From an optimization exercise on the open Yosys and OpenROAD flow, aimed at small area, a short achievable clock period and few clock cycles per item; shortcuts taken in it are not production practice. At most, simulation tests tie the RTL to the original design; equivalence was not proved. No activity file was given, so power comes from the tool's default toggle rates.

Design vec_normalize, start of the top module:
module vec_normalize (
  input  logic               clk,
  input  logic               rst,
  input  logic               in_valid,
  output logic               in_ready,
  input  logic signed [27:0] real_1,
  input  logic signed [27:0] imag_1,
  input  logic signed [27:0] real_2,
  input  logic signed [27:0] imag_2,
  input  logic signed [55:0] norm_in,
  output logic               out_valid,
  input  logic               out_ready,
  output logic signed [27:0] q_real_1,
  output logic signed [27:0] q_imag_1,
  output logic signed [27:0] q_real_2,
  output logic signed [27:0] q_imag_2,
  output logic               div_zero,
  output logic               sat
);
Settings: LEC_CHECK=0, CAP_MARGIN=20, CORE_MARGIN=2, CORE_UTILIZATION=40, SLEW_MARGIN=20; clock period 11.0 ns.
standard.sh (not shown) runs the stock make flow with config.mk's settings and CLKGATE_MAP_FILE= SYNTH_SCRIPT=/design/flow/synth_recipe.tcl, a recipe that flattens the netlist after the stock synthesis.
==> flow/flow/run.sh <==
#!/bin/bash
# The standard flow, with its timing repair aimed at a period well below the
# clock's and plain buffers on the ports; make's output goes to standard.log,
# each ORFS step's to its own log under orfs/logs.
bash standard.sh SETUP_SLACK_MARGIN=7.5 TNS_END_PERCENT=0 CORE_UTILIZATION=40 CTS_CLUSTER_SIZE=30 CTS_CLUSTER_DIAMETER=60 \
  "BUFFER_PORTS_ARGS=-buffer_cell sky130_fd_sc_hd__buf_2" finish > standard.log 2>&1
The starting point passed the timing, design-rule and antenna checks.
Testbench counts at the start, summed over its fixed seeds: cycles 9,352, items 512.
Rerun with:
==> flow/flow/run.sh (replaced) <==
#!/bin/bash
# The standard flow, with its timing repair aimed at a period well below the
# clock's and plain buffers on the ports; make's output goes to standard.log,
# each ORFS step's to its own log under orfs/logs.
bash standard.sh SETUP_SLACK_MARGIN=7.5 TNS_END_PERCENT=100 CORE_UTILIZATION=55 CTS_CLUSTER_SIZE=30 CTS_CLUSTER_DIAMETER=60 \
  "BUFFER_PORTS_ARGS=-buffer_cell sky130_fd_sc_hd__buf_2" finish > standard.log 2>&1
Outcome: The new run passed the timing, design-rule and antenna checks. Clock skew barely changes. Combinational power went up by 11%. Sequential power is higher by about 1%.
Rerun with:
==> flow/flow/run.sh (replaced) <==
#!/bin/bash
# The standard flow, with its timing repair aimed at a period well below the
# clock's and plain buffers on the ports; make's output goes to standard.log,
# each ORFS step's to its own log under orfs/logs.
bash standard.sh SETUP_SLACK_MARGIN=8.5 TNS_END_PERCENT=0 CORE_UTILIZATION=40 CTS_CLUSTER_SIZE=30 CTS_CLUSTER_DIAMETER=60 \
  "BUFFER_PORTS_ARGS=-buffer_cell sky130_fd_sc_hd__buf_2" finish > standard.log 2>&1
Effect: The new run went through all stages and came out clean; die area goes up by 37%; area after synthesis is unchanged; maximum frequency barely changes; via count goes down by 6.3%; setup slack is worse by 0.0074 ns; count of clock-buffer cells in the layout goes up by 7; critical path depth goes down by 1; first-iteration DRC count goes down by 33%; final cell count goes up by 5.4%; synthesized cell count stays the same.
Rerun with:
==> flow/flow/run.sh (replaced) <==
#!/bin/bash
# The standard flow, with its timing repair aimed at a period well below the
# clock's and plain buffers on the ports; make's output goes to standard.log,
# each ORFS step's to its own log under orfs/logs.
bash standard.sh SETUP_SLACK_MARGIN=7.5 TNS_END_PERCENT=100 CORE_UTILIZATION=40 CTS_CLUSTER_SIZE=30 CTS_CLUSTER_DIAMETER=60 \
  "BUFFER_PORTS_ARGS=-buffer_cell sky130_fd_sc_hd__buf_2" finish > standard.log 2>&1
Global-route usage stays flat.
Sequential share of layout area drops by 0.44 points.
Count of clock-buffer cells in the layout rose by 5.
Fmax climbs by 0.70%.
Utilization grows by 0.78 points.
Flip-flop and latch count stays the same.

== run 1 ==
vec_normalize, a different RTL version from the one above (not shown whole).
Size in the first run: about 550 flip-flops, ~290 I/O pins.
## vec_normalize
module vec_normalize (
  input  logic               clk,
  input  logic               rst,
  input  logic               in_valid,
  output logic               in_ready,
  input  logic signed [27:0] real_1,
  input  logic signed [27:0] imag_1,
  input  logic signed [27:0] real_2,
  input  logic signed [27:0] imag_2,
  input  logic signed [55:0] norm_in,
  output logic               out_valid,
  input  logic               out_ready,
  output logic signed [27:0] q_real_1,
  output logic signed [27:0] q_imag_1,
  output logic signed [27:0] q_real_2,
  output logic signed [27:0] q_imag_2,
  output logic               div_zero,
  output logic               sat
);
  function automatic logic [56:0] bk_add(input logic [55:0] a, input logic [55:0] b, input logic ci);
    logic [56:0] g, p;
    logic [55:0] s;
    g = {a & b, ci};
    p = {a ^ b, 1'b0};
    for (int l = 0; l < 6; l++)
      for (int i = 0; i <= 56; i++)
        if (((i + 1) % (2 << l)) == 0 && i >= (1 << l)) begin
          g[i] = g[i] | (p[i] & g[i - (1 << l)]);
          p[i] = p[i] & p[i - (1 << l)];
        end
    for (int l = 5; l >= 0; l--)
      for (int i = 0; i <= 56; i++)
        if (((i + 1) % (2 << l)) == (1 << l) && i >= (2 << l))
          g[i] = g[i] | (p[i] & g[i - (1 << l)]);
    s = a ^ b ^ g[55:0];
    bk_add = {g[56], s};
  endfunction
  logic [1:0]  sidx;       
  logic [1:0]  sidx_n;
  logic [1:0]  ycnt;       
  logic [1:0]  sidx_nx, ycnt_nx;
  logic [26:0] s_a;        
  logic        s_sg;
  logic [45:0] ys, yc;     
  logic        y_sg;
  logic [27:0] xsel;
  logic [45:0] mys, myc;    
  logic [56:0] msum;       
  logic        yok, load;
  logic        itag;       
  assign sidx_n = load ? sidx + 2'd1 : sidx;
  always_comb begin
    case (sidx_n)
      2'd0: xsel = real_1;
  ...
==> flow/config.mk <==
export PLATFORM = sky130hd
export DESIGN_NAME = vec_normalize
export DESIGN_NICKNAME = vec_normalize
export VERILOG_FILES = /design/flow/design.v
export SDC_FILE = /design/flow/constraint.sdc
export NUM_CORES = 4
export LEC_CHECK = 0
export CAP_MARGIN = 20
export CORE_MARGIN = 2
export CORE_UTILIZATION = 40
export SLEW_MARGIN = 20
==> flow/constraint.sdc <==
create_clock -name core_clock -period 11.0 [get_ports {clk}]
set_input_delay 2.2000 -clock core_clock [delete_from_list [all_inputs] [get_ports {clk}]]
set_output_delay 2.2000 -clock core_clock [all_outputs]
set_load 0.01 [all_outputs]
==> flow/flow/run.sh <==
#!/bin/bash
# The standard flow, with its timing repair aimed at a period well below the
# clock's and plain buffers on the ports; make's output goes to standard.log,
# each ORFS step's to its own log under orfs/logs.
bash standard.sh SETUP_SLACK_MARGIN=7.5 TNS_END_PERCENT=100 CORE_UTILIZATION=40 \
  "BUFFER_PORTS_ARGS=-buffer_cell sky130_fd_sc_hd__buf_2" finish > standard.log 2>&1
--- input diff run 1..run 2 ---
--- a/flow/flow/run.sh
+++ b/flow/flow/run.sh
@@ -4,3 +4,3 @@
 # each ORFS step's to its own log under orfs/logs.
-bash standard.sh SETUP_SLACK_MARGIN=7.5 TNS_END_PERCENT=100 CORE_UTILIZATION=40 \
+bash standard.sh SETUP_SLACK_MARGIN=7.0 TNS_END_PERCENT=100 CORE_UTILIZATION=40 \
   "BUFFER_PORTS_ARGS=-buffer_cell sky130_fd_sc_hd__buf_2" finish > standard.log 2>&1
Notes after the runs:
Between run 1 and run 2, total routing resource utilization after global routing decreased.
Relative to run 1, met1 track demand over resource in global routing has gone down in run 2.
On sequential share of layout area, the lower figure sits with run 1, not run 2.
What run 3 does differently from run 2 at the input level:
--- a/flow/flow/run.sh
+++ b/flow/flow/run.sh
@@ -4,3 +4,3 @@
 # each ORFS step's to its own log under orfs/logs.
-bash standard.sh SETUP_SLACK_MARGIN=7.0 TNS_END_PERCENT=100 CORE_UTILIZATION=40 \
+bash standard.sh SETUP_SLACK_MARGIN=7.75 TNS_END_PERCENT=100 CORE_UTILIZATION=40 \
   "BUFFER_PORTS_ARGS=-buffer_cell sky130_fd_sc_hd__buf_2" finish > standard.log 2>&1
### Flow results
The mean cell area of the mapped netlist was comparable across run 2 and run 3. [run 3] cell area rose 0.0063 mm2 relative to run 2. Net load switching power, run 3 vs run 2: up by more than 10%. Hold slack essentially unchanged between run 2 and run 3. Min tightest slew margin relative to the limit across run 2 and run 3: run 3. The pin count of the biggest net entering global routing of run 3 falls short of that of run 2 by 35%. Minimum clock period after layout: run 3 < run 2. Compared with run 2, run 3 shows a global-route track usage on met2 that is 3.4 points higher.
No functional check of the RTL was part of any run of this note.

-- port drivers added, routing unchanged --
No port has a modelled driver above. Below, the same layouts with a new extraction and two added sets of constraints. Step 1 sets driving cells, clkbuf_16 on the clock port and buf_2 on the other inputs (assumed; they add their load-dependent delay and slew). Step 2 times the ports against the registers' clock, not the clock port: input delays grow and output delays shrink by t, the midpoint of the rising clock arrivals with the driver on. Three values: ideal ports, drivers, drivers and shift; two values: the first two.
run	t, ns	slack for setup (ns)	clock arrival spread, ns	cell pins on the clock port's net
the first run of note 1	0.692	7.375 / 7.375 / 6.855	0.042 / 0.042	1
the second run of note 1	0.677	7.429 / 7.395 / 6.939	0.044 / 0.043	1
the third run of note 1	0.705	7.422 / 7.401 / 6.849	0.051 / 0.050	1
the fourth run of note 1	0.695	7.447 / 7.380 / 6.896	0.030 / 0.030	1
run 1	0.702	7.202 / 7.202 / 6.829	0.033 / 0.034	1
run 2	0.676	6.991 / 6.994 / 6.356	0.029 / 0.029	1
run 3	0.705	7.189 / 7.189 / 6.949	0.049 / 0.049	1
After both steps every run listed still meets setup and hold. For run 2, which loses most, drivers alone change the setup slack by +0.003 ns; drivers and shift together by -0.635 ns.
